This design comes from an exercise in tuning for small area, a short achievable clock period and few clock cycles per item on the open sky130 flow, not from production work.
In this exercise RTL edits were held to simulation tests only and were not proved equivalent to the original.
Power is estimated from default activity; no workload was simulated.

$ cat config.mk
export PLATFORM = sky130hd
export DESIGN_NAME = infix_expression_evaluator_unit
export DESIGN_NICKNAME = infix_expression_evaluator_unit
export VERILOG_FILES = /design/flow/design.v
export SDC_FILE = /design/flow/constraint.sdc
export NUM_CORES = 4
export LEC_CHECK = 0
export CAP_MARGIN = 20
export CORE_MARGIN = 2
export CORE_UTILIZATION = 55
export SETUP_SLACK_MARGIN = 5
export SLEW_MARGIN = 20
export TNS_END_PERCENT = 10
$ cat constraint.sdc
create_clock -name core_clock -period 14.0 [get_ports {clk}]
set_input_delay 2.8000 -clock core_clock [delete_from_list [all_inputs] [get_ports {clk}]]
set_output_delay 2.8000 -clock core_clock [all_outputs]
set_load 0.01 [all_outputs]
$ cat design.v
package iee_pkg;
    typedef logic [2:0] status_t;
    localparam status_t ST_OK   = 3'd0;
    localparam status_t ST_DIV0 = 3'd1;
    localparam status_t ST_MAL  = 3'd2;
    localparam status_t ST_OVF  = 3'd3;
    localparam status_t ST_SAT  = 3'd4;
    localparam status_t ST_BAD  = 3'd5;
endpackage
import iee_pkg::*;
module iee_alu #(
    parameter int VW = 48
) (
    input  logic            clk,
    input  logic            rst_n,
    input  logic            start,
    input  logic            isdiv,
    input  logic [VW-1:0]   a,
    input  logic [VW-1:0]   b,
    output logic            done,
    output logic [VW-1:0]   res,
    output logic            sat,
    output logic            div0
);
    localparam int NB = 50;                  
    localparam int CW = 6;
    localparam int AW = 64;                  
    localparam logic [2:0] A_IDLE = 3'd0;
    localparam logic [2:0] A_RUN  = 3'd1;
    localparam logic [2:0] A_FIN  = 3'd2;
    localparam logic [2:0] A_PREP = 3'd3;
    localparam logic [2:0] A_CPA  = 3'd4;
    logic [2:0]     st_reg;
    logic [AW-1:0]  mc_reg, mc_n;            
    logic [CW-1:0]  cnt_reg;
    logic           div_reg, neg_reg, hi_reg, d0_reg;
    logic [VW-1:0]  ma_reg;                  
    logic [VW+1:0]  d3_reg;                  
    logic [NB-1:0]  mb_reg;                  
    logic [AW-1:0]  mh_reg;                  
    logic [AW-1:0]  ml_reg;                  
    logic [VW-1:0]  xa, yb;
    assign xa = a[VW-1] ? (~a + 1'b1) : a;
    assign yb = b[VW-1] ? (~b + 1'b1) : b;
    logic [NB-1:0]  mb_n;
    logic [AW-1:0]  mh_n, ml_n;
    logic [CW-1:0]  cnt_n;
    logic           hi_n, last_n;
    logic [VW+1:0]  r4;
    logic [VW+2:0]  s1, s2, s3;
    logic [AW-1:0]  pr [4];
    logic [AW-1:0]  u1, u2, u3, u4, c1, c2, c3, c4;
    logic [AW:0]    cpa;
    always_comb
    begin
        mb_n   = mb_reg;
        ml_n   = ml_reg;
        mh_n   = mh_reg;
        cnt_n  = cnt_reg;
        hi_n   = hi_reg;
        last_n = 1'b0;
        mc_n   = mc_reg;
        for (int r = 0; r < 4; r++) pr[r] = '0;
        {c1, u1} = '0; {c2, u2} = '0; {c3, u3} = '0; {c4, u4} = '0;
        r4     = {mh_reg[VW-1:0], mb_reg[NB-1:NB-2]};
        s1     = {1'b0, r4} - {3'b000, ma_reg};
        s2     = {1'b0, r4} - {2'b00, ma_reg, 1'b0};
        s3     = {1'b0, r4} - {1'b0, d3_reg};
        if (div_reg) begin
            if (!s3[VW+2]) begin
                mh_n = AW'(s3[VW-1:0]);
                ml_n = {ml_reg[AW-3:0], 2'd3};
            end else if (!s2[VW+2]) begin
                mh_n = AW'(s2[VW-1:0]);
                ml_n = {ml_reg[AW-3:0], 2'd2};
            end else if (!s1[VW+2]) begin
                mh_n = AW'(s1[VW-1:0]);
                ml_n = {ml_reg[AW-3:0], 2'd1};
            end else begin
                mh_n = AW'(r4[VW-1:0]);
                ml_n = {ml_reg[AW-3:0], 2'd0};
            end
            mb_n   = mb_reg << 2;
            cnt_n  = cnt_reg - CW'(2);
            last_n = (cnt_reg == CW'(2));
        end else begin
            for (int r = 0; r < 4; r++)
                pr[r] = mb_reg[r] ? (mh_reg << r) : '0;
            u1 = ml_reg ^ mc_reg ^ pr[0]; c1 = (ml_reg & mc_reg) | (ml_reg & pr[0]) | (mc_reg & pr[0]);
            u2 = pr[1] ^ pr[2] ^ pr[3]; c2 = (pr[1] & pr[2]) | (pr[1] & pr[3]) | (pr[2] & pr[3]);
            u3 = u1 ^ {c1[AW-2:0], 1'b0} ^ u2; c3 = (u1 & {c1[AW-2:0], 1'b0}) | (u1 & u2) | ({c1[AW-2:0], 1'b0} & u2);
            u4 = u3 ^ {c3[AW-2:0], 1'b0} ^ {c2[AW-2:0], 1'b0}; c4 = (u3 & {c3[AW-2:0], 1'b0}) | (u3 & {c2[AW-2:0], 1'b0}) | ({c3[AW-2:0], 1'b0} & {c2[AW-2:0], 1'b0});
            ml_n   = u4;
            mc_n   = {c4[AW-2:0], 1'b0};
            hi_n   = hi_reg || c1[AW-1] || c2[AW-1] || c3[AW-1] || c4[AW-1] ||
                     (mb_reg[1] && mh_reg[AW-1]) || (mb_reg[2] && (mh_reg[AW-1:AW-2] != '0)) ||
                     (mb_reg[3] && (mh_reg[AW-1:AW-3] != '0)) ||
                     ((mh_reg[AW-1:AW-4] != '0) && (mb_reg[NB-1:4] != '0));
            mh_n   = mh_reg << 4;
            mb_n   = mb_reg >> 4;
            last_n = (mb_reg[NB-1:4] == '0);
        end
    end
    assign cpa = {1'b0, ml_reg} + {1'b0, mc_reg};
    logic [VW-1:0]  p;
    logic           rb, ovf;
    always_comb
    begin
        if (div_reg) begin
            p  = ml_reg[NB-1:2];
            rb = ml_reg[1];
        end else begin
            p  = ml_reg[AW-1:16];
            rb = ml_reg[15];
        end
        if (neg_reg) ovf = hi_reg || (p[VW-1] && ((p[VW-2:0] != '0) || rb));
        else         ovf = hi_reg || p[VW-1] || ((&p[VW-2:0]) && rb);
        if (ovf) res = neg_reg ? {1'b1, {(VW-1){1'b0}}} : {1'b0, {(VW-1){1'b1}}};
        else     res = (p ^ {VW{neg_reg}}) + VW'(rb ^ neg_reg);
    end
    assign sat  = ovf;
    assign div0 = d0_reg;
    assign done = (st_reg == A_FIN);
    logic [VW-1:0]  ua, ub, aa, ab, la, lb;
    logic [5:0]     pa, pb;
    always_comb
    begin
        ua = a ^ {VW{a[VW-1]}};
        ub = b ^ {VW{b[VW-1]}};
        aa[VW-1] = 1'b0;
        ab[VW-1] = 1'b0;
        for (int i = VW - 2; i >= 0; i--) begin
            aa[i] = aa[i+1] | ua[i+1];
            ab[i] = ab[i+1] | ub[i+1];
        end
        la = ua & ~aa;
        lb = ub & ~ab;
        for (int j = 0; j < 6; j++) begin
            pa[j] = 1'b0;
            pb[j] = 1'b0;
            for (int i = 0; i < VW; i++) begin
                if ((i >> j) & 1) begin
                    pa[j] = pa[j] | la[i];
                    pb[j] = pb[j] | lb[i];
                end
            end
        end
    end
    logic [5:0]     k_reg;                   
    logic [7:0]     kr;
    logic [5:0]     k, ks;
    logic           hs_n;
    logic [VW+NB-1:0] win;
    always_comb
    begin
        kr = 8'd31 - 8'(pa) - 8'(a[VW-1]) + 8'(pb);
        if (kr[7])               ks = 6'd0;
        else if (kr >= 8'd48)    ks = 6'd48;
        else                     ks = {kr[5:1], 1'b0};
        k = k_reg;
        win  = {mh_reg[VW-1:0], mb_reg} << k;
        hs_n = (ma_reg[VW-1:16] == '0) && (ma_reg[15:0] <= mh_reg[15:0]);
    end
    always_ff @(posedge clk or negedge rst_n)
    begin
        if (!rst_n) begin
            st_reg <= A_IDLE;
        end else begin
            case (st_reg)
                A_IDLE:  if (start) st_reg <= isdiv ? A_PREP : A_RUN;
                A_PREP:  st_reg <= hs_n ? A_FIN : A_RUN;
                A_RUN:   if (last_n) st_reg <= div_reg ? A_FIN : A_CPA;
                A_CPA:   st_reg <= A_FIN;
                default: st_reg <= A_IDLE;
            endcase
        end
    end
    always_ff @(posedge clk)
    begin
        if (st_reg == A_IDLE) begin
            if (start) begin
                div_reg <= isdiv;
                neg_reg <= a[VW-1] ^ b[VW-1];
                k_reg   <= ks;
                hi_reg  <= 1'b0;
                d0_reg  <= 1'b0;
                ml_reg  <= '0;
                mc_reg  <= '0;
                if (isdiv) begin
                    ma_reg  <= yb;
                    mh_reg  <= AW'(xa[VW-1:32]);
                    mb_reg  <= {xa[31:0], 18'd0};
                end else begin
                    if (yb[15:0] == '0) begin
                        mh_reg <= {xa, 16'd0};
                        mb_reg <= NB'(yb[VW-1:16]);
                    end else begin
                        mh_reg <= AW'(xa);
                        mb_reg <= NB'(yb);
                    end
                end
            end
        end else if (st_reg == A_PREP) begin
            hi_reg  <= hs_n;
            d0_reg  <= (ma_reg == '0);
            d3_reg  <= {2'b00, ma_reg} + {1'b0, ma_reg, 1'b0};
            mh_reg  <= AW'(win[VW+NB-1:NB]);
            mb_reg  <= win[NB-1:0];
            cnt_reg <= CW'(NB) - CW'(k);
        end else if (st_reg == A_RUN) begin
            mb_reg  <= mb_n;
            ml_reg  <= ml_n;
            mc_reg  <= mc_n;
            mh_reg  <= mh_n;
            cnt_reg <= cnt_n;
            hi_reg  <= hi_n;
        end else if (st_reg == A_CPA) begin
            ml_reg  <= cpa[AW-1:0];
            hi_reg  <= hi_reg || cpa[AW];
        end
    end
endmodule
import iee_pkg::*;
module infix_expression_evaluator_unit (
    input  logic            clk,
    input  logic            rst_n,
    input  logic            in_valid,
    output logic            in_ready,
    input  logic [7:0]      char_code,
    input  logic            last,
    output logic            out_valid,
    input  logic            out_ready,
    output logic [47:0]     value,
    output logic [2:0]      status
);
    localparam int VW   = 48;
    localparam int SD   = 16;
    localparam int CNW  = 5;
    localparam int FRW  = 36;           
    localparam int TQ   = 5;            
    localparam int TW   = VW + 8;
    localparam logic [VW-1:0] VMAX = {1'b0, {(VW-1){1'b1}}};
    localparam logic [VW-1:0] VMIN = {1'b1, {(VW-1){1'b0}}};
    localparam logic [2:0] S_IDLE = 3'd0;
    localparam logic [2:0] S_END  = 3'd1;
    localparam logic [2:0] S_RED  = 3'd3;
    localparam logic [2:0] S_MD   = 3'd4;
    localparam logic [2:0] S_OUT  = 3'd5;
    localparam logic [1:0] C_OP  = 2'd0;
    localparam logic [1:0] C_RP  = 2'd1;
    localparam logic [1:0] C_END = 2'd2;
    localparam logic [2:0] K_NONE = 3'd0;
    localparam logic [2:0] K_LP   = 3'd1;
    localparam logic [2:0] K_RP   = 3'd2;
    localparam logic [2:0] K_OP   = 3'd3;
    localparam logic [2:0] K_BAD  = 3'd4;
    logic       chv, full;
    logic       c_lst, c_dig, c_dot, c_ws, c_lp, c_rp, c_op, c_md, c_sd;
    logic [3:0] c_d;
    logic       consume, take;
    logic [12:0] e0, e1, ein;
    assign in_ready = !full;
    assign take     = in_valid && !full;
    assign {c_lst, c_d, c_dig, c_dot, c_ws, c_lp, c_rp, c_op, c_md, c_sd} = e0;
    always_comb
    begin
        ein = {last, char_code[3:0],
               (char_code[7:4] == 4'h3) && (char_code[3:0] <= 4'd9),
               (char_code == 8'h2E),
               (char_code == 8'h20) || ((char_code >= 8'd9) && (char_code <= 8'd13)),
               (char_code == 8'h28),
               (char_code == 8'h29),
               (char_code == 8'h2A) || (char_code == 8'h2B) || (char_code == 8'h2D) || (char_code == 8'h2F),
               (char_code == 8'h2A) || (char_code == 8'h2F),
               (char_code == 8'h2D) || (char_code == 8'h2F)};
    end
    always_ff @(posedge clk or negedge rst_n)
    begin
        if (!rst_n) begin
            chv  <= 1'b0;
            full <= 1'b0;
        end else begin
            if (consume) begin
                chv  <= full || take;
                full <= 1'b0;
            end else begin
                chv  <= chv || take;
                full <= full || (chv && take);
            end
        end
    end
    always_ff @(posedge clk)
    begin
        if (consume ? !full : !chv) e0 <= ein;
        else if (consume) e0 <= e1;
        if (!consume && chv && take) e1 <= ein;
    end
    logic           innum_reg, innum_n, dot_reg, dot_n, dot2_reg, dot2_n;
    logic           fendp_reg, fendp_n;         
    logic           fcl_reg, fcl_n;             
    logic           em_l, fresh;
    logic [30:0]    ip_reg, ip_n;
    logic           nsat_reg, nsat_n;           
    logic           fsat_reg, fsat_n;           
    logic [FRW-1:0] fr_reg, fr_n;               
    logic [2:0]     fdig_reg, fdig_n;
    logic           tkv;                        
    logic           tk_num, tk_sat, tk_lst;
    logic [2:0]     tk_k;
    logic           tk_md, tk_sd;
    logic [VW-1:0]  tk_val;
    logic           emit, tk_take, tk_free;
    logic [2:0]     em_k;
    logic [TW-1:0]  tq_h;
    logic [TW-1:0]  tq_e [TQ-1];
    logic [TW-1:0]  tq_in;
    logic [2:0]     tq_cnt;                     
    logic [1:0]     tq_wp, tq_rp;
    assign {tk_num, tk_sat, tk_lst, tk_k, tk_md, tk_sd, tk_val} = tq_h;
    logic [17:0]    tq;
    logic [16:0]    fq;
    assign tq = {1'b0, fr_reg[FRW-1:FRW-17]} + 18'd1;
    assign fq = tq[17:1];
    logic [FRW-1:0] fpr, fpa, fpb;
    always_comb
    begin
        case ({fdig_reg[1:0], c_d})
            6'd0: fpa = 36'h000000000;
            6'd1: fpa = 36'h199999999;
            6'd2: fpa = 36'h333333332;
            6'd3: fpa = 36'h4cccccccb;
            6'd4: fpa = 36'h666666664;
            6'd5: fpa = 36'h7fffffffd;
            6'd6: fpa = 36'h999999996;
            6'd7: fpa = 36'hb3333332f;
            6'd8: fpa = 36'hcccccccc8;
            6'd9: fpa = 36'he66666661;
            6'd16: fpa = 36'h000000000;
            6'd17: fpa = 36'h028f5c28f;
            6'd18: fpa = 36'h051eb851e;
            6'd19: fpa = 36'h07ae147ad;
            6'd20: fpa = 36'h0a3d70a3c;
            6'd21: fpa = 36'h0cccccccb;
            6'd22: fpa = 36'h0f5c28f5a;
            6'd23: fpa = 36'h11eb851e9;
            6'd24: fpa = 36'h147ae1478;
            6'd25: fpa = 36'h170a3d707;
            6'd32: fpa = 36'h000000000;
            6'd33: fpa = 36'h004189374;
            6'd34: fpa = 36'h0083126e8;
            6'd35: fpa = 36'h00c49ba5c;
            6'd36: fpa = 36'h010624dd0;
            6'd37: fpa = 36'h0147ae144;
            6'd38: fpa = 36'h0189374b8;
            6'd39: fpa = 36'h01cac082c;
            6'd40: fpa = 36'h020c49ba0;
            6'd41: fpa = 36'h024dd2f14;
            6'd48: fpa = 36'h000000000;
            6'd49: fpa = 36'h00068db8b;
            6'd50: fpa = 36'h000d1b716;
            6'd51: fpa = 36'h0013a92a1;
            6'd52: fpa = 36'h001a36e2c;
            6'd53: fpa = 36'h0020c49b7;
            6'd54: fpa = 36'h002752542;
            6'd55: fpa = 36'h002de00cd;
            6'd56: fpa = 36'h00346dc58;
            6'd57: fpa = 36'h003afb7e3;
            default: fpa = '0;
        endcase
        case ({fdig_reg[0], c_d})
            5'd0: fpb = 36'h000000000;
            5'd1: fpb = 36'h0000a7c5a;
            5'd2: fpb = 36'h00014f8b4;
            5'd3: fpb = 36'h0001f750e;
            5'd4: fpb = 36'h00029f168;
            5'd5: fpb = 36'h000346dc2;
            5'd6: fpb = 36'h0003eea1c;
            5'd7: fpb = 36'h000496676;
            5'd8: fpb = 36'h00053e2d0;
            5'd9: fpb = 36'h0005e5f2a;
            5'd16: fpb = 36'h000000000;
            5'd17: fpb = 36'h000010c6f;
            5'd18: fpb = 36'h0000218de;
            5'd19: fpb = 36'h00003254d;
            5'd20: fpb = 36'h0000431bc;
            5'd21: fpb = 36'h000053e2b;
            5'd22: fpb = 36'h000064a9a;
            5'd23: fpb = 36'h000075709;
            5'd24: fpb = 36'h000086378;
            5'd25: fpb = 36'h000096fe7;
            default: fpb = '0;
        endcase
        fpr = fdig_reg[2] ? fpb : fpa;
    end
    logic           nsat_close;
    logic [VW-1:0]  nval;
    always_comb
    begin
        nsat_close = 1'b0;
        if (nsat_reg) begin
            nval = VMAX;
            nsat_close = (fq != '0);
        end else if (fq[16]) begin
            if (&ip_reg) begin
                nval = VMAX;
                nsat_close = 1'b1;
            end else begin
                nval = {1'b0, ip_reg + 31'd1, 16'd0};
            end
        end else begin
            nval = {1'b0, ip_reg, fq[15:0]};
        end
    end
    logic [34:0]    ipx;
    assign ipx = {ip_reg, 3'b000} + {3'b000, ip_reg, 1'b0} + 35'(c_d);
    always_comb
    begin
        innum_n  = innum_reg;
        dot_n    = dot_reg;
        dot2_n   = dot2_reg;
        fendp_n  = fendp_reg;
        fcl_n    = fcl_reg;
        ip_n     = ip_reg;
        nsat_n   = nsat_reg;
        fsat_n   = fsat_reg;
        fr_n     = fr_reg;
        fdig_n   = fdig_reg;
        consume  = 1'b0;
        emit     = 1'b0;
        em_l     = c_lst;
        fresh    = 1'b0;
        em_k     = K_NONE;
        if (c_lp)      em_k = K_LP;
        else if (c_rp) em_k = K_RP;
        else if (c_op) em_k = K_OP;
        else if (!c_ws && !c_dig && !c_dot) em_k = K_BAD;
        if (fendp_reg) begin
            em_k = K_NONE;
            em_l = 1'b1;
            if (tk_free) begin
                emit = 1'b1;
                fendp_n = 1'b0;
                fresh = 1'b1;
            end
        end else if (chv) begin
            if ((c_dig || c_dot) && innum_reg && fcl_reg) begin
                em_k = K_NONE;
                em_l = 1'b0;
                if (tk_free) begin
                    emit = 1'b1;
                    fresh = 1'b1;
                end
            end else if (c_dig) begin
                consume = 1'b1;
                if (c_lst) fendp_n = 1'b1;
                if (!innum_reg) begin
                    fresh = 1'b1;
                end else if (dot2_reg) begin
                end else if (dot_reg) begin
                    if (fdig_reg < 3'd6) begin
                        fr_n = fr_reg + fpr;
                        fdig_n = fdig_reg + 1'b1;
                    end
                end else begin
                    if (nsat_reg || ipx[34:31] != '0) begin
                        nsat_n = 1'b1;
                        fsat_n = 1'b1;
                    end else begin
                        ip_n = ipx[30:0];
                    end
                end
            end else if (c_dot) begin
                consume = 1'b1;
                if (c_lst) fendp_n = 1'b1;
                if (!innum_reg) begin
                    fresh = 1'b1;
                end else if (dot_reg) begin
                    dot2_n = 1'b1;
                end else begin
                    dot_n = 1'b1;
                end
            end else if (c_ws && !c_lst) begin
                consume = 1'b1;
                if (innum_reg) fcl_n = 1'b1;
            end else if (tk_free) begin
                emit = 1'b1;
                consume = 1'b1;
            end
        end
        if (emit) begin
            innum_n = 1'b0;
            fcl_n   = 1'b0;
        end
        if (fresh && chv) begin
            if (c_dig || c_dot) begin
                consume = 1'b1;
                if (c_lst) fendp_n = 1'b1;
                innum_n = 1'b1; dot_n = c_dot; dot2_n = 1'b0; fcl_n = 1'b0;
                fr_n = '0;
                fdig_n = '0; nsat_n = 1'b0; fsat_n = 1'b0;
                ip_n = c_dig ? 31'(c_d) : 31'd0;
            end else if (c_ws && !c_lst) begin
                consume = 1'b1;
            end
        end
    end
    always_ff @(posedge clk or negedge rst_n)
    begin
        if (!rst_n) begin
            innum_reg <= 1'b0;
            dot_reg   <= 1'b0;
            dot2_reg  <= 1'b0;
            fendp_reg <= 1'b0;
            fcl_reg   <= 1'b0;
            tq_cnt    <= '0;
            tq_wp     <= '0;
            tq_rp     <= '0;
            tkv       <= 1'b0;
        end else begin
            innum_reg <= innum_n;
            dot_reg   <= dot_n;
            dot2_reg  <= dot2_n;
            fendp_reg <= fendp_n;
            fcl_reg   <= fcl_n;
            if (tk_take || !tkv) begin
                if (tq_cnt != '0) begin
                    tkv   <= 1'b1;
                    tq_rp <= (tq_rp == 2'(TQ - 2)) ? 2'd0 : tq_rp + 2'd1;
                    if (emit) begin
                        tq_wp <= (tq_wp == 2'(TQ - 2)) ? 2'd0 : tq_wp + 2'd1;
                    end else begin
                        tq_cnt <= tq_cnt - 3'd1;
                    end
                end else begin
                    tkv <= emit;
                end
            end else if (emit) begin
                tq_wp  <= (tq_wp == 2'(TQ - 2)) ? 2'd0 : tq_wp + 2'd1;
                tq_cnt <= tq_cnt + 3'd1;
            end
        end
    end
    always_ff @(posedge clk)
    begin
        ip_reg   <= ip_n;
        nsat_reg <= nsat_n;
        fsat_reg <= fsat_n;
        fr_reg   <= fr_n;
        fdig_reg <= fdig_n;
        if (tk_take || !tkv) begin
            if (tq_cnt != '0) tq_h <= tq_e[tq_rp];
            else              tq_h <= tq_in;
        end
        for (int i = 0; i < TQ - 1; i++)
            if (emit && !((tk_take || !tkv) && tq_cnt == '0) && (2'(i) == tq_wp)) tq_e[i] <= tq_in;
    end
    assign tq_in = {innum_reg, innum_reg && (fsat_reg || nsat_close), em_l,
                    em_k, c_md, c_sd, nval};
    logic [2:0]     state_reg, state_n;
    logic [1:0]     ctx_reg, ctx_n;
    logic           pmd_reg, pmd_n, psd_reg, psd_n;      
    logic           elst_reg, elst_n;                    
    iee_pkg::status_t err_reg;
    iee_pkg::status_t err_n;
    logic [CNW-1:0] vcnt_reg, vcnt_n, ocnt_reg, ocnt_n;
    logic [VW-1:0]  vt, vn;
    logic [VW-1:0]  vr [SD-2];
    logic [2:0]     os [SD];                
    logic           vpush, vpopw, opush, opop, opop2, orep;
    logic [VW-1:0]  vres;
    logic [2:0]     onew;
    logic [CNW-1:0] pc;
    logic           ov_reg, ov_n;
    logic           op_reg, op_n;               
    iee_pkg::status_t opst_reg;
    iee_pkg::status_t opst_n;
    logic [VW-1:0]  oval_reg, oval_n;
    iee_pkg::status_t ost_reg;
    iee_pkg::status_t ost_n;
    assign tk_take = (state_reg == S_IDLE) && tkv;
    assign tk_free = (tq_cnt != 3'(TQ - 1)) || !tkv || (state_reg == S_IDLE);
    logic           alu_start, alu_done, alu_sat, alu_d0;
    logic [VW-1:0]  alu_res;
    iee_alu #(.VW(VW)) u_alu (
        .clk   (clk),
        .rst_n (rst_n),
        .start (alu_start),
        .isdiv (os[0][0]),
        .a     (vn),
        .b     (vt),
        .done  (alu_done),
        .res   (alu_res),
        .sat   (alu_sat),
        .div0  (alu_d0)
    );
    assign out_valid = ov_reg;
    assign value     = oval_reg;
    assign status    = ost_reg;
    logic [VW:0]    asum;
    logic [VW-1:0]  ares;
    logic           asat;
    logic [VW:0]    abx;
    assign abx  = {vt[VW-1], vt} ^ {(VW+1){os[0][0]}};
    assign asum = {vn[VW-1], vn} + abx + (VW+1)'(os[0][0]);
    assign asat = (asum[VW] != asum[VW-1]);
    assign ares = asat ? (asum[VW] ? VMIN : VMAX) : asum[VW-1:0];
    logic hard;
    assign hard = (err_reg != ST_OK) && (err_reg != ST_SAT);
    logic           fin, fhard, ohard;
    iee_pkg::status_t fst;
    logic           nxt;        
    logic           red;
    always_comb
    begin
        state_n  = state_reg;
        ctx_n    = ctx_reg;
        pmd_n    = pmd_reg;
        psd_n    = psd_reg;
        elst_n   = elst_reg;
        err_n    = err_reg;
        vcnt_n   = vcnt_reg;
        ocnt_n   = ocnt_reg;
        ov_n     = ov_reg;
        oval_n   = oval_reg;
        ost_n    = ost_reg;
        op_n     = 1'b0;
        opst_n   = opst_reg;
        vpush    = 1'b0;
        vpopw    = 1'b0;
        vres     = ares;
        opush    = 1'b0;
        opop     = 1'b0;
        opop2    = 1'b0;
        orep     = 1'b0;
        onew     = 3'b100;
        alu_start = 1'b0;
        fin      = 1'b0;
        nxt      = 1'b0;
        red      = 1'b0;
        fhard    = 1'b0;
        ohard    = 1'b0;
        fst      = ST_OK;
        pc       = ocnt_reg - 1'b1;
        if (ov_reg && out_ready) ov_n = 1'b0;
        if (op_reg) begin
            ov_n   = 1'b1;
            ost_n  = opst_reg;
            oval_n = ((opst_reg != ST_OK) && (opst_reg != ST_SAT)) ? '0 : vt;
        end
        case (state_reg)
            S_IDLE:
            begin
                if (tkv) begin
                    if (hard) begin
                        if (tk_lst) fin = 1'b1;
                    end else begin
                        if (tk_num) begin
                            if (tk_sat && err_n == ST_OK) err_n = ST_SAT;
                            if (vcnt_reg >= CNW'(SD)) begin
                                if (err_n == ST_OK || err_n == ST_SAT) err_n = ST_OVF;
                            end else begin
                                vpush  = 1'b1;
                                vcnt_n = vcnt_reg + 1'b1;
                            end
                        end
                        state_n = tk_lst ? S_END : S_IDLE;
                        case (tk_k)
                            K_LP:
                            begin
                                if (ocnt_reg >= CNW'(SD)) begin
                                    if (err_n == ST_OK || err_n == ST_SAT) err_n = ST_OVF;
                                end else begin
                                    opush = 1'b1; onew = 3'b100;
                                    ocnt_n = ocnt_reg + 1'b1;
                                end
                            end
                            K_RP:
                            begin
                                if (ocnt_reg == '0) begin
                                    if (err_n == ST_OK || err_n == ST_SAT) err_n = ST_MAL;
                                end else if (os[0][2]) begin
                                    opop = 1'b1;
                                    ocnt_n = ocnt_reg - 1'b1;
                                end else begin
                                    ctx_n = C_RP; elst_n = tk_lst; state_n = S_RED;
                                end
                            end
                            K_OP:
                            begin
                                if (ocnt_reg != '0 && !os[0][2] && (os[0][1] || !tk_md)) begin
                                    ctx_n = C_OP; elst_n = tk_lst; pmd_n = tk_md; psd_n = tk_sd;
                                    state_n = S_RED;
                                end else if (ocnt_reg >= CNW'(SD)) begin
                                    if (err_n == ST_OK || err_n == ST_SAT) err_n = ST_OVF;
                                end else begin
                                    opush = 1'b1; onew = {1'b0, tk_md, tk_sd};
                                    ocnt_n = ocnt_reg + 1'b1;
                                end
                            end
                            K_BAD:
                            begin
                                if (err_n == ST_OK || err_n == ST_SAT) err_n = ST_BAD;
                            end
                            default:
                            begin
                                if (tk_lst) begin
                                    if ((err_n != ST_OK && err_n != ST_SAT) || ocnt_reg == '0) begin
                                        fin = 1'b1;
                                    end else if (os[0][2]) begin
                                        err_n = ST_MAL;
                                        fin = 1'b1;
                                    end else begin
                                        ctx_n = C_END; state_n = S_RED;
                                    end
                                end
                            end
                        endcase
                    end
                end
            end
            S_END:
            begin
                if (hard || ocnt_reg == '0) begin
                    fin = 1'b1;
                end else if (os[0][2]) begin
                    err_n = ST_MAL;
                    fin = 1'b1;
                end else begin
                    ctx_n = C_END; state_n = S_RED;
                end
            end
            S_RED:
            begin
                if (hard) begin
                    if (ctx_reg == C_END) fin = 1'b1;
                    else state_n = elst_reg ? S_END : S_IDLE;
                end else begin
                    case (ctx_reg)
                        C_RP:
                        begin
                            if (ocnt_reg == '0) begin
                                err_n = ST_MAL;
                                state_n = elst_reg ? S_END : S_IDLE;
                            end else if (os[0][2]) begin
                                opop = 1'b1;
                                ocnt_n = ocnt_reg - 1'b1;
                                state_n = elst_reg ? S_END : S_IDLE;
                            end else begin
                                red = 1'b1;
                            end
                        end
                        C_OP:
                        begin
                            if (ocnt_reg != '0 && !os[0][2] && (os[0][1] || !pmd_reg)) begin
                                red = 1'b1;
                            end else begin
                                if (ocnt_reg >= CNW'(SD)) begin
                                    err_n = ST_OVF;
                                end else begin
                                    opush = 1'b1; onew = {1'b0, pmd_reg, psd_reg};
                                    ocnt_n = ocnt_reg + 1'b1;
                                end
                                state_n = elst_reg ? S_END : S_IDLE;
                            end
                        end
                        default:
                        begin
                            if (ocnt_reg == '0) begin
                                fin = 1'b1;
                            end else if (os[0][2]) begin
                                err_n = ST_MAL;
                                fin = 1'b1;
                            end else begin
                                red = 1'b1;
                            end
                        end
                    endcase
                    if (red) begin
                        if (vcnt_reg < CNW'(2)) begin
                            opop = 1'b1;
                            ocnt_n = ocnt_reg - 1'b1;
                            err_n = ST_MAL;
                        end else if (!os[0][1]) begin
                            opop = 1'b1;
                            ocnt_n = ocnt_reg - 1'b1;
                            vpopw = 1'b1; vres = ares;
                            vcnt_n = vcnt_reg - 1'b1;
                            if (asat && err_n == ST_OK) err_n = ST_SAT;
                            nxt = 1'b1;
                        end else begin
                            alu_start = 1'b1;
                            state_n = S_MD;
                        end
                    end
                end
            end
            S_MD:
            begin
                if (alu_done) begin
                    opop = 1'b1;
                    ocnt_n = ocnt_reg - 1'b1;
                    vpopw = 1'b1; vres = alu_res;
                    vcnt_n = vcnt_reg - 1'b1;
                    state_n = S_RED;
                    if (alu_d0) begin
                        err_n = ST_DIV0;
                    end else begin
                        if (alu_sat && err_n == ST_OK) err_n = ST_SAT;
                        nxt = 1'b1;
                    end
                end
            end
            S_OUT:
            begin
                fin = 1'b1;
            end
            default: state_n = S_IDLE;
        endcase
        if (nxt) begin
            case (ctx_reg)
                C_OP:
                begin
                    if (!(pc != '0 && !os[1][2] && (os[1][1] || !pmd_reg))) begin
                        opop = 1'b0; orep = 1'b1; onew = {1'b0, pmd_reg, psd_reg};
                        ocnt_n = ocnt_reg;
                        state_n = elst_reg ? S_END : S_IDLE;
                    end
                end
                C_RP:
                begin
                    if (pc == '0) begin
                        err_n = ST_MAL;
                        state_n = elst_reg ? S_END : S_IDLE;
                    end else if (os[1][2]) begin
                        opop = 1'b0; opop2 = 1'b1;
                        ocnt_n = ocnt_reg - 2'd2;
                        state_n = elst_reg ? S_END : S_IDLE;
                    end
                end
                default:
                begin
                    if (pc == '0) begin
                        fin = 1'b1;
                    end else if (os[1][2]) begin
                        err_n = ST_MAL;
                        fin = 1'b1;
                    end
                end
            endcase
        end
        if (fin) begin
            fhard = (err_n != ST_OK) && (err_n != ST_SAT);
            fst   = (!fhard && vcnt_n != CNW'(1)) ? ST_MAL : err_n;
            ohard = (fst != ST_OK) && (fst != ST_SAT);
            if (!ov_reg && !op_reg) begin
                op_n    = 1'b1;
                opst_n  = fst;
                vcnt_n  = '0;
                ocnt_n  = '0;
                err_n   = ST_OK;
                state_n = S_IDLE;
            end else begin
                state_n = S_OUT;
            end
        end
    end
    always_ff @(posedge clk or negedge rst_n)
    begin
        if (!rst_n) begin
            state_reg <= S_IDLE;
            ctx_reg   <= C_OP;
            elst_reg  <= 1'b0;
            err_reg   <= ST_OK;
            vcnt_reg  <= '0;
            ocnt_reg  <= '0;
            ov_reg    <= 1'b0;
            op_reg    <= 1'b0;
        end else begin
            state_reg <= state_n;
            ctx_reg   <= ctx_n;
            elst_reg  <= elst_n;
            err_reg   <= err_n;
            vcnt_reg  <= vcnt_n;
            ocnt_reg  <= ocnt_n;
            ov_reg    <= ov_n;
            op_reg    <= op_n;
        end
    end
    always_ff @(posedge clk)
    begin
        pmd_reg  <= pmd_n;
        psd_reg  <= psd_n;
        oval_reg <= oval_n;
        ost_reg  <= ost_n;
        opst_reg <= opst_n;
    end
    always_ff @(posedge clk)
    begin
        if (vpush) begin
            vt <= tk_val;
            vn <= vt;
            if (vcnt_reg >= CNW'(2)) vr[4'(vcnt_reg - 2'd2)] <= vn;
        end else if (vpopw) begin
            vt <= vres;
            if (vcnt_reg >= CNW'(3)) vn <= vr[4'(vcnt_reg - 2'd3)];
        end
        if (opush) begin
            os[0] <= onew;
            for (int i = 1; i < SD; i++) os[i] <= os[i-1];
        end else if (orep) begin
            os[0] <= onew;
        end else if (opop) begin
            for (int i = 0; i < SD - 1; i++) os[i] <= os[i+1];
        end else if (opop2) begin
            for (int i = 0; i < SD - 2; i++) os[i] <= os[i+2];
        end
    end
endmodule
$ cat flow/run.sh
#!/bin/bash
# Layout: the standard layout (standard.sh), with the timing repair aiming
# further below the clock period (SETUP_SLACK_MARGIN 10 instead of 5). The clock
# period, the constraints and every other setting are the standard flow's own.
set -euo pipefail
sed -e 's/SETUP_SLACK_MARGIN=5/SETUP_SLACK_MARGIN=10/' standard.sh > standard_m.sh
grep -q 'SETUP_SLACK_MARGIN=10' standard_m.sh
bash standard_m.sh > layout.log 2>&1
$ cat standard.sh
#!/bin/bash
# synth_recipe.tcl (not shown) runs the flow's synth.tcl, then flattens the netlist and writes it again
# the make line also repeats each setting of config.mk as NAME=value (left out here)
make -C /OpenROAD-flow-scripts/flow DESIGN_CONFIG=/design/flow/config.mk WORK_HOME=/design/flow/orfs CLKGATE_MAP_FILE= SYNTH_SCRIPT=/design/flow/synth_recipe.tcl "${@:-finish}"
==> results.txt, run 1 <==
The run finished with no timing, DRC or antenna violations. The min-delay analysis places its worst path in the category flip-flop to flip-flop. The detailed placer's ending HPWL is around 310 mm. Among cell families on the critical path, the largest total delay comes from compound AO/OA/AOI/OAI gates. Setup repair after global routing could not meet its margin everywhere. In this run the worst path has a maximum fanout of 10. The most flop-heavy register is vr.

Row generation in the floorplan step produced between 150 and 200 rows. The via density per instance is between 6 and 7. The number of filler cells placed in the layout is ~16000. The sequential cell fraction of total power is a little under a third. For this design the static power due to leakage is 49.5 nW. The number of enable flip-flop cells after synthesis is around 1500. The number of hold violations in the final report came out at 0.

The critical path data arrival time came out at about 5400 ps. After detailed routing, the number of remaining DRC violations is 0. The internal portion of the total power is around 0.013 W. The maximum number of pins on one net before global-route repair came out at around 150.

The via count of the first global-routing pass was approximately 91000. The clock tree root buffer cell is clkbuf_16. The slew of the pin with the lowest slew margin is 1430 ps. The core box area came out at a little over 200000 µm². During I/O placement, the number of pins put on the boundary was 66. The simple-gate share of the synthesized area came out at 13.0%. The mean instance size in the synthesized netlist came out at between 10 and 15 µm².

The post-synthesis mux area share came out at between 8 and 9%. The synthesized net count is approximately 12000. The delay of the slowest cell on the worst path came out at 1010 ps.

Of all cell types, the one taking the most synthesized area is edfxtp_1. The worst setup path is captured at a flip-flop. The final-layout worst hold slack is 460 ps. The switching portion of total power came out at a little over two fifths. The final critical delay including setup and external delays is approximately 4800 ps. Among all flip-flop cells after synthesis, the most frequent one is edfxtp_1. TritonCTS built the clock tree. The slowest stage of the critical path is the edfxtp_1 cell. The number of buffers created by CTS is 177. The worst slew margin relative to its limit came out at 4.28%. The total power consumption of the routed design came out at around 0.023 W. The buffer levels on the longest clock path came out at 3. The congestion estimate from routability-driven global placement came to 1.05. The clock latency of the later-clocked register in the worst-skew pair is ~900 ps. In the finished design, the share of the clock period the worst path needs comes to 34.1%. The achievable clock frequency is 210 MHz. The register-to-register path setup slack is 9230 ps. The number of buffers inserted by port buffering came out at between 60 and 70.

The global-route congestion overflow total came out at 0. The first routing iteration left around 15000 violations. After Yosys synthesis, XOR and XNOR cells account for around 4.6% of the synthesized area. The overall die width came out at around 460 µm. The proportion of power drawn by combinational gates is 47.1%.

The number of flip-flops in the largest register came out at roughly 670. The signed area change from the synthesized netlist to the final layout is 15.4%. The initial utilization of the core area, before any placement, comes to 55.4%. The share of the synthesized area in the top cell type is slightly above 40%. The die is about 460 µm tall.

The setup violation total in the final timing report came out at 0. The nature of the critical path startpoint is a flip-flop. The net switching power figure is between 0.009 and 0.01 W. Yosys attributes the largest share of cell area to edfxtp_1 (41%), ha_1 (5.6%), fa_1 (4.6%). The die area came out at ~210000 µm². The via count came out at 96600.

Summing the areas of all compound-gate instances in the mapped netlist gives between 15 and 20% of the synthesized area. The clock input transition at the sequential cells of the worst setup and hold paths came out at 60 ps. The number of instances in the synthesized netlist is around 11000. In the final layout, the share of cells above drive strength 1 is between 15 and 20%. The routed wire length per instance is 32.1 µm. By area, the combinational part of the netlist is dominated by compound AO/OA/AOI/OAI gates. The CTS sink count came out at ~1600. At the end of the flow, the number of nets in the layout was between 10000 and 15000. The CTS H-tree depth is 4. Walking the worst path, the cells encountered are nand3_1, o22ai_4, nand2_2, nor3_4, nand2_2, a21o_1, a21o_1, nor2_2, a31oi_2, ha_1, inv_2, buf_6, fa_2, a21o_1, a21oi_2, o21bai_1, a21oi_2, xor2_1, a211o_1, a21oi_2, and2_1. The total wire length came out at around 450 mm. The worst supply voltage drop on vdd came out at 0.221 mV. For this run, the detailed router's first-pass iteration total came to 7. The number of antenna-violating nets in the routed design is 0. The critical path is of the flip-flop to flip-flop type.

The total count of max-transition violations in the final report came out at 0. The adder and majority cell fraction of the synthesized area is about a tenth. The synthesized flop and latch total came out at 1635. The count of yosys warnings during synthesis came out at 7.

In this run the power density over the cells is ~170 nW/µm². The clock tree skew after final layout is between 70 and 80 ps. The cell area after synthesis is 112000 µm². Once layout is complete, the utilization of the core stands at roughly 64%. The count of buffer and inverter cells on the critical path came out at 2.

The share of power burned in the clock network is roughly a fifth. The sequential fraction of the synthesis area came out at a little over two fifths. The number of distinct library cells after synthesis is 91. The number of violations of the max-capacitance limit is 0. The first global-routing pass estimated around 640 mm of wire. The final total negative setup slack is 0 ps. The data required time at the worst endpoint is roughly 15000 ps. Of all flip-flops after synthesis, the portion carrying an async set or reset was ~2.4%.

The number of antenna violations at the first check in global routing came out at 49. Global routing used between 40% and 50% of the available tracks. The largest registers in the layout are vr: 672 flops, tq_e: 220 flops.
-- Yosys cell counts (172+ instances only) --
master and n:
edfxtp_1 1524, a211oi_1 172, a21oi_1 831, nand3_1 189, o21ai_0 786, mux2i_1 334, ha_1 498, xnor2_1 344
inv_1 618, xor2_1 235, fa_1 258, and2_1 332, nand2_1 1087, mux4_2 219, clkbuf_1 542, nor2_1 708
a21o_1 250
-- final cells by class --
cell class | instances | area [µm²] | area share, %
Multi-Input combinational cell | 8059 | 62300 | 48.1
Sequential cell | 1635 | 48200 | 37.2
Timing Repair Buffer | 738 | 7370 | 5.69
Clock buffer | 204 | 4550 | 3.51
Tap cell | 2672 | 3340 | 2.58
Inverter | 625 | 2390 | 1.84
Clock inverter | 116 | 1390 | 1.07
Antenna cell | 23 | 57.6 | 0.0444
-- tightest hold or removal path, delay by kind of cell, from the launching register on --
family          cells  cell delay [ps]
flops               1              310
simple gates        1               50
compound gates      1               50
-- layer usage --
layer / global-route usage [%] / part of all wire [%] / routed length, µm / vias up
li1: - / - / - / 41100
met1: 56.3 / 38 / 170000 / 47600
met2: 60.6 / 42 / 189000 / 6516
met3: 13.6 / 13 / 60000 / 1350
met4: 24.1 / 7.0 / 31600 / 40
met5: 0.597 / 0.080 / 360 / -
-- stage by stage --
step	area, µm²	worst slack, ps	std cells
after CTS	128000	9380	14000
after global placement	116000	7900	13200
final	130000	9230	14100
after floorplan	112000	9070	11000
after global routing	130000	9120	14100
after detailed placement	116000	7890	13200
-- power by group through the flow --
stage | sequential (W) | combinational, W | clock, W
4_1_cts | 0.00705 | 0.0101 | 0.00486
6_report | 0.00710 | 0.0107 | 0.00485
2_1_floorplan | 0.00680 | 0.00549 | 0
3_3_place_gp | 0.00730 | 0.00809 | 0
5_1_grt | 0.00712 | 0.0111 | 0.00505
3_5_place_dp | 0.00732 | 0.00816 | 0
-- layout by cell type, fill, tap and decap left out, drive strengths merged, types with 206 or more instances in the layout --
master,count
a21o,250
a21oi,831
and2,335
buf,655
clkbuf,206
edfxtp,1524
fa,258
ha,498
inv,622
mux2i,334
mux4,219
nand2,1087
nor2,714
o21ai,796
xnor2,344
xor2,235
-- what timing repair did --
action	4_1_cts	5_1_grt
pin swaps	253	30
gates resized for setup	744	117
hold buffers	0	0
cloned	50	3
setup endpoints to repair	1580	1241
buffers inserted	360	68
-- kinds of logic after synthesis --
| kind of cell | after synthesis |
|---|---|
| buffers and inverters | 1298 |
| adder cells (fa/ha/maj) | 756 |
| AND/OR/NAND/NOR | 3086 |
| multiplexers | 642 |
| XOR/XNOR | 582 |
| flip-flops | 1635 |
| AO/OA/AOI/OAI | 2981 |
-- path summary, 6_finish.rpt --
path | start | to | depth (start not counted)
worst max-delay path | vt[34] | u_alu.k_reg[3] | 21
worst min-delay path | fr_reg[15] | fr_reg[15] | 2
worst max register to register | vt[34] | u_alu.k_reg[3] | 21
worst min register to register | fr_reg[15] | fr_reg[15] | 2
max in group asynchronous | rst_n | vcnt_reg[0] | 2
min in group asynchronous | rst_n | u_alu.st_reg[0] | 2
Testbench counts, summed over its fixed seeds: cycles 24,566, exprs 512.
==> run 2: changes to the inputs <==
--- a/config.mk
+++ b/config.mk
@@ -9,3 +9,3 @@
 export CORE_MARGIN = 2
-export CORE_UTILIZATION = 55
+export CORE_UTILIZATION = 40
 export SETUP_SLACK_MARGIN = 5
==> results.txt, run 2 <==
The placer's final routability congestion estimate is 1.01 (-3.6%). The synthesized net count is 11700 (unchanged). The number of placed I/O pins came out at 66 (unchanged). The sequential fraction of the synthesis area is 42.9% (unchanged). The number of hold-repair buffers added at the cts stage is 0 (unchanged).

The final net count is 12100 (+0.57%). The maximum number of pins on one net before global-route repair came to 145 (unchanged). The number of violations of the max-capacitance limit is 0 (unchanged).

The overall routing resource usage is 29.5% (-13 points). The delay of the slowest cell on the worst path is 530 ps (-480 ps). The library cell used most frequently in the layout, excluding fill and tap cells, is edfxtp_1. The design internal power is 0.0136 W (+3.1%). The first-pass GRT wire length is 629 mm (-2.1%). The number of antenna-violating nets in the routed design came out at 0 (unchanged). The via count of the first global-routing pass came out at 90500 (-0.92%). In the post-synthesis netlist, the cell with the most instances is edfxtp_1. The count of buffer and inverter cells on the critical path is 6 (+4). Yosys attributes the largest share of cell area to edfxtp_1 (41%), ha_1 (5.6%), fa_1 (4.6%). The violation count after the first detailed-routing iteration came to 12200 (-19%).

The number of enable flip-flop cells after synthesis is 1524 (unchanged). The count of yosys warnings during synthesis was 7 (unchanged). The critical path is of the flip-flop to flip-flop type. The clock latency of the later-clocked register in the worst-skew pair came out at 910 ps (about the same). The slowest stage of the critical path belongs to the cell edfxtp_1.

The data required time at the worst endpoint is 14740 ps (+130 ps). The signed area change from the synthesized netlist to the final layout came out at 17.9%. The final cell area excluding filler cells is 132000 µm² (+2.2%). The storage element area came to 48200 µm² (about the same). The share of power burned in the clock network came to 21.5% (about the same).

The overall die width is 534 µm (+17%). The residual DRC count came to 0 (unchanged). The total wire length came out at 437 mm (-3.2%).

The register-to-register path setup slack came out at 9240 ps (about the same). The number of buffers created by CTS is 190 (+7.3%). The fraction of synthesis flops using an asynchronous set or reset pin is 2.39% (unchanged). The most flop-heavy register is vr. The path depth of the worst reg2reg path came to 24 (+14%). The worst setup path is captured at a flip-flop.

The first element of the critical path is vt[46]. The CTS H-tree depth came out at 4 (unchanged). The number of optimization iterations in the first detailed-route pass is 8 (+1). The total count of max-transition violations in the final report is 0 (unchanged).

The number of hold violations in the final report was 0 (unchanged). The worst slew margin relative to its limit is 5.54% (+1.3 points). The final-layout worst hold slack is 464 ps (+4.17 ps). The net switching power figure came out at 0.00932 W (-1.5%). The share of final-layout standard cells stronger than drive strength 1 was 17.5% (+1.4 points). The sequential cell fraction of total power came out at 30.3% (-1.1 points). The cell family contributing the most delay on the critical path is compound AO/OA/AOI/OAI gates.

The core box area came out at 279000 µm² (+38%). Setup repair after global routing could not meet its margin everywhere. The global-route congestion overflow total is 0 (unchanged).

The floorplan die height came out at 534 µm (+17%). The share of the clock period used by the worst path after layout came out at 34.0% (-0.041 points). The capturing point of the worst reg2reg path is u_alu.k_reg[3]. The share of the synthesized area in the top cell type came out at 40.8% (unchanged). The number of instances in the synthesized netlist is 11000 (unchanged).

Sorting the synthesized cells by how often they occur yields edfxtp_1 (1524), nand2_1 (1087), a21oi_1 (831), o21ai_0 (786), nor2_1 (708). The number of filler cells placed in the layout is 25700 (+61%). The clock tree root buffer cell is clkbuf_16. The top fanout value on the critical path is 8 (-2). In the synthesized netlist the dominant register cell turns out to be edfxtp_1. The detailed placer's ending HPWL is 288 mm (-6.9%).

The number of buffers inserted by port buffering is 65 (unchanged). The proportion of power drawn by combinational gates was 48.2% (+1.1 points). The number of antenna violations at the first check in global routing came out at 22 (-55%).

The switching portion of total power is 40.8% (-1.1 points). The clock tree skew after final layout is 88.8 ps (+16.4 ps). The CTS sink count came out at 1635 (unchanged).

The critical path depth in cells is 24 (+14%). The clock input transition at the sequential cells of the worst setup and hold paths came out at 60 ps (about the same). The worst reg2reg path startpoint is vt[46]. The final critical delay including setup and external delays came out at 4760 ps (-5.77 ps).

The synthesized flop and latch total is 1635 (unchanged). The nature of the critical path startpoint is a flip-flop. The final total negative setup slack is 0 ps (unchanged).

Leaving out fill and tap cells, the most frequent cells in the layout are edfxtp_1 (1524), nand2_1 (1063), a21oi_1 (733). The cell area after synthesis is 112000 µm² (unchanged). The via density per instance came out at 6.22 (-9.5%).

The slew of the pin with the lowest slew margin came out at 1410 ps (-18.8 ps). The number of distinct library cells after synthesis is 91 (unchanged). Traced cell by cell, the critical path runs through nand4_1, inv_1, buf_4, buf_4, buf_4, buf_4, nand3_1, o221ai_1, a221oi_2, o21ai_1, or4_4, a21oi_2, ha_1, inv_1, ha_4, fa_2, a21o_1, a21oi_2, o21bai_1, a21oi_2, xor2_1, a211o_1, a21oi_2, and2_1. The power density normalized to cell area is 173 nW/µm² (-1.0%). The initial core utilization came to 40.2% (-15 points). The die area is 285000 µm² (+37%). The number of cell rows is 194 (+18%). The critical path endpoint is u_alu.k_reg[3].

The instance area after placement is 117000 µm² (+1.2%). TritonCTS built the clock tree. The critical path data arrival time came out at 5500 ps (+120 ps). The static leakage power came to 50.0 nW (+1.0%). The mean instance size in the synthesized netlist is 10.2 µm² (unchanged). The biggest area contributor in the post-synthesis netlist is edfxtp_1. The via count was 94400 (-2.3%). The combined area of the multi-input logic cells came out at 62900 µm² (+1.1%). The achievable clock frequency is 210 MHz (+0.12%). The largest registers in the layout are vr: 672 flops, tq_e: 220 flops. The run finished with no timing, DRC or antenna violations. The buffer levels on the longest clock path is 4 (+1).

The setup violation total in the final timing report is 0 (unchanged). The worst supply voltage drop on vdd came to 0.169 mV (-23%). The worst min-delay path class is flip-flop to flip-flop. The routed wire length per instance is 28.8 µm (-10%). The number of flip-flops in the largest register came out at 672 (unchanged).
## run 2: cell counts after synthesis
Identical to the previous run, type by type.
## run 2: metrics by stage
step	power, W	utilization [%]	setup WS, ps	instances
after CTS	0.0224	46.9	9340	15100
after global routing	0.0237	47.4	9060	15200
after global placement	0.0154	41.9	7590	14300
final	0.0229	47.4	9240	15200
after detailed placement	0.0155	41.9	7670	14300
after floorplan	0.0123	-	9070	11000
## run 2: power by group through the flow
stage / Sequential [W] / Combinational, W / Clock (W)
after floorplan: 0.00680 / 0.00549 / 0
after global placement: 0.00717 / 0.00826 / 0
after detailed placement: 0.00720 / 0.00828 / 0
after CTS: 0.00691 / 0.0105 / 0.00500
after global routing: 0.00697 / 0.0116 / 0.00517
final: 0.00693 / 0.0110 / 0.00493
## run 2: tightest hold or removal path, delay by kind of cell, from the launching register on
family	cells	cell delay [ps]
AOI/OAI and AO/OA	1	50
and+or+nand+nor	1	50
DFF	1	320
## run 2: layer usage
| metal | routed length [µm] | share of wire, % | track usage, % |
|---|---|---|---|
| met5 | 81 | 0.019 | 0 |
| met4 | 26200 | 6.0 | 14.7 |
| met3 | 42500 | 9.7 | 5.92 |
| met2 | 193000 | 44 | 45.4 |
| met1 | 175000 | 40 | 39.7 |
## run 2: area by class of cell
cell class | instances | share of cell area [%]
multi-input cells | 8050 | 47.6
clock buffers | 240 | 3.77
diodes | 13 | 0.0246
well taps | 3724 | 3.52
clock inverters | 98 | 0.748
repair inverters | 1 | 0.00567
inverters | 625 | 1.80
flip-flops and latches | 1635 | 36.4
repair buffers | 802 | 6.17
## run 2: worst min-delay path by stage
stage	startpoint	end	slack [ps]	depth (start not counted)
after floorplan	opst_reg[2]	ost_reg[2]	400	0
after global placement	fr_reg[13]	fr_reg[13]	450	2
after detailed placement	fr_reg[13]	fr_reg[13]	450	2
after CTS	fr_reg[12]	fr_reg[12]	460	2
after global routing	fr_reg[12]	fr_reg[12]	480	2
final	fr_reg[12]	fr_reg[12]	460	2
## run 2: kinds of logic after synthesis
family / synth area share [%]
AND/OR/NAND/NOR: 13.0
AO/OA/AOI/OAI: 16.7
flip-flops: 42.9
buffers and inverters: 4.38
adder cells (fa/ha/maj): 10.2
multiplexers: 8.26
XOR/XNOR: 4.58
## run 2: timing repair
action                                   CTS  global route
endpoints found under the setup margin  1533          1704
gates resized for setup                  829           197
pin swaps                                321           104
buffers inserted                         382            84
cloned                                    47             3
==> run 3: changes to the inputs <==
==> flow/run.sh (replaced) <==
#!/bin/bash
# Layout: the standard layout (standard.sh) with two changes to how it is
# made: the timing repair aims further below the clock period
# (SETUP_SLACK_MARGIN 9.5 instead of 5), and the buffers that the flow puts on
# every input and output port are sky130_fd_sc_hd__buf_4 instead of the default
# delay buffer. The clock period, the constraints and every other setting are
# the standard flow's own.
set -euo pipefail
sed -e 's/SETUP_SLACK_MARGIN=5/SETUP_SLACK_MARGIN=9.5/' standard.sh > standard_m.sh
grep -q 'SETUP_SLACK_MARGIN=9.5' standard_m.sh
export BUFFER_PORTS_ARGS="-buffer_cell sky130_fd_sc_hd__buf_4"
bash standard_m.sh > layout.log 2>&1
--- a/config.mk
+++ b/config.mk
@@ -10,2 +10,4 @@
 export CORE_UTILIZATION = 40
+export CTS_BUF_LIST = sky130_fd_sc_hd__clkbuf_4 sky130_fd_sc_hd__clkbuf_8
+export CTS_CLUSTER_SIZE = 30
 export SETUP_SLACK_MARGIN = 5
==> results.txt, run 3 <==
The class of the most critical setup path is flip-flop to flip-flop. The storage element area came to 48200 µm² (about the same). The top fanout value on the critical path came to 9 (+1). The largest registers in the layout are vr: 672 flops, tq_e: 220 flops.

The most used flip-flop cell after synthesis is edfxtp_1. The number of filler cells placed in the layout is 26200 (+2.2%). The number of violations of the max-capacitance limit came out at 0 (unchanged). The number of enable flip-flop cells after synthesis is 1524 (unchanged). The worst supply voltage drop on vdd came to 0.137 mV (-19%).

The overall routing resource usage is 28.2% (-1.3 points). The fraction of synthesis flops using an asynchronous set or reset pin came out at 2.39% (unchanged). The slew of the pin with the lowest slew margin came to 1350 ps (-59.1 ps). The static leakage power is 48.5 nW (-3.0%).

Setup repair after global routing could not meet its margin everywhere. Among all cell types in the netlist, the one instantiated most often is edfxtp_1. The data required time at the worst endpoint came out at 14770 ps (+30 ps).

Sorting the synthesized cells by area gives the leading types as edfxtp_1 (41%), ha_1 (5.6%), fa_1 (4.6%). The via count of the first global-routing pass came out at 89600 (-1.1%). The combined area of the multi-input logic cells came to 61100 µm² (-2.9%). The total wire length is 420 mm (-3.9%). The number of placed I/O pins came to 66 (unchanged).

The sequential fraction of the synthesis area is 42.9% (unchanged). The cell area after synthesis came out at 112000 µm² (unchanged). The global-route congestion overflow total is 0 (unchanged).

The final critical delay including setup and external delays is 4800 ps (+38.9 ps). The overall die width came to 534 µm (unchanged). STA classifies the critical path startpoint as a flip-flop. The power density normalized to cell area came out at 167 nW/µm² (-3.6%). The clock tree skew after final layout is 113 ps (+24.5 ps).

The total placed cells including tap cells came out at 14300 (-0.18%). The total power consumption of the routed design was 0.0212 W (-7.1%). Counting instances in the post-synthesis netlist gives the leading cell types as edfxtp_1 (1524), nand2_1 (1087), a21oi_1 (831), o21ai_0 (786), nor2_1 (708). The synthesized flop and latch total is 1635 (unchanged). The number of cell rows is 194 (unchanged).

The final-layout worst hold slack came out at 460 ps (-3.36 ps). The number of antenna violations at the first check in global routing came to 32 (+45%). The CTS H-tree depth came out at 5 (+1).

The floorplan die height came out at 534 µm (unchanged). The worst min-delay path class is flip-flop to flip-flop. The worst slew margin relative to its limit came out at 9.51% (+4.0 points).

The synthesized net count is 11700 (unchanged). The post-synthesis cell type with the largest combined area is edfxtp_1. The share of final-layout standard cells stronger than drive strength 1 is 15.4% (-2.1 points).

The met1 routing resource usage after global routing came out at 38.5% (-1.2 points). The detailed placer's ending HPWL came out at 285 mm (-1.1%). The clock input transition at the sequential cells of the worst setup and hold paths came out at 70 ps (about the same). The number of optimization iterations in the first detailed-route pass is 9 (+1). The initial core utilization was 40.2% (unchanged). The kind of end point of the critical path is a flip-flop. The core box area is 279000 µm² (unchanged).

The number of antenna-violating nets in the routed design came out at 0 (unchanged). From synthesis to final layout, the design area changed by 13.7%. The routed wire length per instance is 27.7 µm (-3.7%).

The placer's final routability congestion estimate is 1.02 (+0.69%). The total count of max-transition violations in the final report is 0 (unchanged). The fraction of met2 tracks used by global routing came out at 43.4% (-2.0 points). The library cell used most frequently in the layout, excluding fill and tap cells, is edfxtp_1. TritonCTS built the clock tree. The share of the clock period used by the worst path after layout is 34.3% (+0.28 points). The number of hold violations in the final report is 0 (unchanged). The first-pass GRT wire length came to 606 mm (-3.7%). The violation count after the first detailed-routing iteration came out at 12100 (-0.36%). The top cell types in the final layout, fill and taps aside, are edfxtp_1 (1524), nand2_1 (1071), a21oi_1 (783). The number of distinct library cells after synthesis came to 91 (unchanged).

The setup violation total in the final timing report came out at 0 (unchanged). The run finished with no timing, DRC or antenna violations. The clock latency of the later-clocked register in the worst-skew pair came out at 1070 ps (+160 ps). The global-route track usage on met3 came to 5.53% (-0.38 points). The number of buffers inserted by port buffering is 65 (unchanged). The maximum number of pins on one net before global-route repair is 108 (-26%).

The critical path data arrival time came out at 5570 ps (+70 ps). The via density per instance came out at 6.17 (-0.66%). The residual DRC count came out at 0 (unchanged). The mean instance size in the synthesized netlist is 10.2 µm² (unchanged).

The die area came out at 285000 µm² (unchanged). The number of buffers created by CTS came out at 300 (+58%). The final total negative setup slack is 0 ps (unchanged). The via count is 93600 (-0.84%). The achievable clock frequency is 208 MHz (-0.81%). The final cell count without fillers came out at 15200 (-0.18%). More flip-flops sit in one register than any other, and that register is vr. The final cell utilization of the core was 45.7% (-1.7 points).

The tree is rooted in a clkbuf_8. The final net count is 12000 (-0.89%). The CTS sink count is 1635 (unchanged).

The number of flip-flops in the largest register came out at 672 (unchanged). The buffer levels on the longest clock path came to 4 (unchanged). The layer flagged by global routing as most heavily used is met2.

The share of the synthesized area in the top cell type is 40.8% (unchanged). The count of yosys warnings during synthesis is 7 (unchanged). The number of instances in the synthesized netlist is 11000 (unchanged).
-- run 3: cell types whose count changed in the layout (fill, tap and decap cells not counted), sizes merged --
cell           previous run  this run
buf                     713       561
clkbuf                  253       394
clkdlybuf4s50            53         0
clkinv                   69       121
bufinv                   16         9
inv                     619       626
bufbuf                   20        15
clkinvlp                 20        16
dlygate4sd2               3         0
diode                    13        11
and2                    335       336
nor2                    709       708
nor2b                    82        81
-- run 3: layout make-up --
class	instances	share of cell area (%)
timing repair inverter	1	0.00588
multi-input combinational	8049	47.9
clock inverter	146	0.854
sequential	1635	37.8
antenna	11	0.0216
timing repair buffer	586	4.18
clock buffer	384	3.76
inverter	625	1.87
tap	3724	3.65
-- run 3: per-layer routing --
layer / wire [µm] / vias to the layer above / part of all wire [%]
li1: - / 41000 / -
met1: 172000 / 46500 / 41
met2: 186000 / 5052 / 44
met3: 40000 / 1066 / 9.5
met4: 21400 / 16 / 5.1
met5: 113 / - / 0.027
-- run 3: worst max-delay path, stage by stage (launching register included) --
cell and delay [ps]:
edfxtp_1 360, buf_4 210, or4_4 570, or3_1 350, or3_4 410, or4_1 510
or2_1 320, nor2_1 220, nand2_1 150, o41ai_1 330, xnor2_1 370, a221oi_1 650
a21oi_1 70
-- run 3: cells by family after synthesis --
group	share of synthesized area, %
flip-flops	42.9
AO/OA/AOI/OAI	16.7
adder cells (fa/ha/maj)	10.2
multiplexers	8.26
XOR/XNOR	4.58
AND/OR/NAND/NOR	13.0
buffers and inverters	4.38
-- run 3: where the power goes --
part           switching [W]  internal (W)  total [W]
logic                0.00608       0.00357    0.00965
clock network        0.00223       0.00244    0.00466
registers           0.000540       0.00639    0.00693
total                0.00884        0.0124     0.0212
-- run 3: through the flow --
stage	setup slack, ps	instance area (µm²)
3_5_place_dp	7760	117000
2_1_floorplan	8690	112000
4_1_cts	9320	126000
5_1_grt	9170	128000
3_3_place_gp	7880	117000
6_report	9200	128000
-- run 3: what timing repair did --
item,CTS,global route
cloned,19,7
pin swaps,63,70
setup endpoints to repair,851,906
resized for setup,282,197
hold buffers,0,0
setup buffers,200,99
-- run 3: worst paths after layout --
kind	to	slack [ps]	cells after the start	startpoint
min in group asynchronous	chv	1800	1	rst_n
max	u_alu.mb_reg[43]	9200	12	vt[9]
max in group asynchronous	op_reg	11550	1	rst_n
max reg2reg	u_alu.mb_reg[43]	9200	12	vt[9]
min	psd_reg	460	0	tq_h[48]
min reg2reg	psd_reg	460	0	tq_h[48]
==> run 4: changes to the inputs <==
--- a/config.mk
+++ b/config.mk
@@ -11,3 +11,2 @@
 export CTS_BUF_LIST = sky130_fd_sc_hd__clkbuf_4 sky130_fd_sc_hd__clkbuf_8
-export CTS_CLUSTER_SIZE = 30
 export SETUP_SLACK_MARGIN = 5
==> results.txt, run 4 <==
The share of final-layout standard cells stronger than drive strength 1 is 15.4% (unchanged). The final cell area excluding filler cells is 128000 µm² (unchanged). The number of antenna-violating nets in the routed design came to 0 (unchanged). The number of instances in the synthesized netlist is 11000 (unchanged). The detailed placer's ending HPWL is 285 mm (unchanged). The sequential fraction of the synthesis area is 42.9% (unchanged). The top fanout value on the critical path came to 9 (unchanged). The number of distinct library cells after synthesis is 91 (unchanged). The largest registers in the layout are vr: 672 flops, tq_e: 220 flops. In the layout the commonest cells are edfxtp_1 (1524), nand2_1 (1071), a21oi_1 (783). Among all cell types in the netlist, the one instantiated most often is edfxtp_1. The data required time at the worst endpoint was 14770 ps (about the same). The initial core utilization is 40.2% (unchanged). The worst slew margin relative to its limit is 9.51% (unchanged). The via density per instance is 6.17 (unchanged). The final total negative setup slack came out at 0 ps (unchanged).

The share of the clock period used by the worst path after layout came out at 34.3% (unchanged). The violation count after the first detailed-routing iteration came out at 12100 (unchanged). The total wire length is 420 mm (unchanged). The final net count is 12000 (unchanged). Counting instances in the post-synthesis netlist gives the leading cell types as edfxtp_1 (1524), nand2_1 (1087), a21oi_1 (831), o21ai_0 (786), nor2_1 (708).

The signal on the critical path passes through buf_4, or4_4, or3_1, or3_4, or4_1, or2_1, nor2_1, nand2_1, o41ai_1, xnor2_1, a221oi_1, a21oi_1. The synthesized net count came to 11700 (unchanged). The post-synthesis cell type with the largest combined area is edfxtp_1. The capturing point of the worst reg2reg path is u_alu.mb_reg[43].

The count of yosys warnings during synthesis is 7 (unchanged). The clock input transition at the sequential cells of the worst setup and hold paths is 70 ps (about the same). The register-to-register path setup slack is 9200 ps (about the same).

The critical path depth in cells is 12 (unchanged). The total power consumption of the routed design came out at 0.0212 W (unchanged). The fraction of synthesis flops using an asynchronous set or reset pin is 2.39% (unchanged).

The number of flip-flops in the largest register is 672 (unchanged). The CTS H-tree depth is 5 (unchanged). The run finished with no timing, DRC or antenna violations. The worst setup path is launched from a flip-flop.

The critical path data arrival time came to 5570 ps (about the same). The CTS sink count came out at 1635 (unchanged). The buffer levels on the longest clock path is 4 (unchanged).

The routed wire length per instance came out at 27.7 µm (unchanged). The via count of the first global-routing pass is 89600 (unchanged). The number of hold violations in the final report is 0 (unchanged). The cell area after synthesis came out at 112000 µm² (unchanged). In this run the worst setup path begins at vt[9]. The number of buffers created by CTS was 300 (unchanged). The synthesized flop and latch total came out at 1635 (unchanged). The maximum number of pins on one net before global-route repair came to 108 (unchanged). The number of optimization iterations in the first detailed-route pass is 9 (unchanged). The share of the synthesized area in the top cell type came to 40.8% (unchanged). The signed area change from the synthesized netlist to the final layout came out at 13.7% (unchanged). The number of enable flip-flop cells after synthesis is 1524 (unchanged). The floorplan die height came to 534 µm (unchanged). The most used flip-flop cell after synthesis is edfxtp_1. The final critical delay including setup and external delays came out at 4800 ps (unchanged). The achievable clock frequency is 208 MHz (unchanged). The slew of the pin with the lowest slew margin was 1350 ps (unchanged).

The delay of the slowest cell on the worst path came out at 650 ps (about the same). The via count came out at 93600 (unchanged). The register with the most flip-flops in the final layout is vr. The number of antenna violations at the first check in global routing is 32 (unchanged). CTS placed an instance of clkbuf_8 at the clock tree root. The residual DRC count is 0 (unchanged). The number of cell rows came out at 194 (unchanged). The count of buffer and inverter cells on the critical path is 1 (unchanged). The first-pass GRT wire length is 606 mm (unchanged).

The setup violation total in the final timing report came out at 0 (unchanged). The number of violations of the max-capacitance limit is 0 (unchanged). The number of placed I/O pins is 66 (unchanged). The total count of max-transition violations in the final report came out at 0 (unchanged). The number of buffers inserted by port buffering came out at 65 (unchanged). The most frequent standard cell in the layout excluding fill and tap cells is edfxtp_1. Setup repair after global routing could not meet its margin everywhere. The placer's final routability congestion estimate came out at 1.02 (unchanged). The global-route congestion overflow total is 0 (unchanged). After synthesis, the cell types taking the most area are edfxtp_1 (41%), ha_1 (5.6%), fa_1 (4.6%). The clock tree skew after final layout is 113 ps (unchanged). TritonCTS built the clock tree.

The worst setup path is captured at a flip-flop. Following the worst setup path forward leads to its endpoint at u_alu.mb_reg[43]. Broken down by cell family, the worst path's largest delay share belongs to simple AND/OR/NAND/NOR gates. The overall die width came out at 534 µm (unchanged). The path depth of the worst reg2reg path came out at 12 (unchanged). The power density normalized to cell area is 167 nW/µm² (unchanged). The critical path is of the flip-flop to flip-flop type. In this run the critical register-to-register path is launched from vt[9]. The die area is 285000 µm² (unchanged). The master of the slowest instance on the critical path is a221oi_1. The core box area was 279000 µm² (unchanged). The clock latency of the later-clocked register in the worst-skew pair came out at 1070 ps (about the same). The static leakage power came out at 48.5 nW (unchanged). The instance area after placement is 117000 µm² (unchanged). The worst supply voltage drop on vdd came out at 0.137 mV (unchanged).

The min-delay analysis places its worst path in the category flip-flop to flip-flop. The mean instance size in the synthesized netlist was 10.2 µm² (unchanged). The overall routing resource usage came out at 28.2% (unchanged).
==> run 4: worst min-delay path by stage <==
stage | from | to | slack [ps] | cells after the start
floorplan | opst_reg[2] | ost_reg[2] | 400 | 0
global placement | fr_reg[14] | fr_reg[14] | 450 | 2
detailed placement | tq_h[48] | psd_reg | 450 | 0
CTS | tq_h[48] | psd_reg | 460 | 0
global route | fr_reg[5] | fr_reg[5] | 490 | 2
finish | tq_h[48] | psd_reg | 460 | 0
==> run 4: where the power goes <==
group / total [W] / switching (W) / internal, W
registers: 0.00693 / 0.000540 / 0.00639
logic: 0.00965 / 0.00608 / 0.00357
clock network: 0.00466 / 0.00223 / 0.00244
==> run 4: cells by family (layout without fill, tap and decap cells) <==
logic type,after synthesis,count (layout),synth area share [%]
adder cells (fa/ha/maj),756,756,10.2
other,0,11,0
flip-flops,1635,1635,42.9
XOR/XNOR,582,582,4.58
AO/OA/AOI/OAI,2981,2981,16.7
buffers and inverters,1298,1742,4.38
AND/OR/NAND/NOR,3086,3088,13.0
multiplexers,642,642,8.26
==> run 4: area by class of cell <==
class                   count  area [µm²]
clock inverters           146        1090
repair inverters            1        7.51
flip-flops and latches   1635       48200
clock buffers             384        4800
fillers                 26200      152000
repair buffers            586        5330
well taps                3724        4660
diodes                     11        27.5
inverters                 625        2390
multi-input cells        8049       61100
==> run 4: worst register-to-register path, delay by kind of cell, from the launching register on <==
family	cells	cell delay, ps
flip-flops	1	360
buffers and inverters	1	210
AO/OA/AOI/OAI	3	1050
AND/OR/NAND/NOR	7	2540
XOR/XNOR	1	370
==> run 4: layer usage <==
metal / global-route usage [%] / vias to the layer above / routed length [µm] / share of wire (%)
li1: - / 41000 / - / -
met3: 5.53 / 1066 / 40000 / 9.5
met1: 38.5 / 46500 / 172000 / 41
met5: 0 / - / 113 / 0.027
met2: 43.4 / 5052 / 186000 / 44
met4: 12.9 / 16 / 21400 / 5.1
==> run 4: through the flow <==
stage / setup WS [ps] / hold WS, ps / std cells / utilization (%)
after detailed placement: 7760 / 452 / 14300 / 41.8
after global placement: 7880 / 445 / 14300 / 41.8
after global routing: 9170 / 491 / 15200 / 45.7
after CTS: 9320 / 459 / 15000 / 45.1
after floorplan: 8690 / 400 / 11000 / -
final: 9200 / 460 / 15200 / 45.7
==> run 4: timing repair <==
action	4_1_cts	5_1_grt
buffers inserted	200	99
setup endpoints to repair	851	906
pin swaps	63	70
gates cloned	19	7
resized for setup	282	197
hold buffers	0	0

Re-timed with assumed drivers on the ports (clkbuf_16 on the clock, buf_2 on other inputs), run 4 has 9.199 ns of setup slack against 9.199 ns with ideal ports, and 9.199 ns once port delays also move by the mid clock arrival of 1.113 ns.
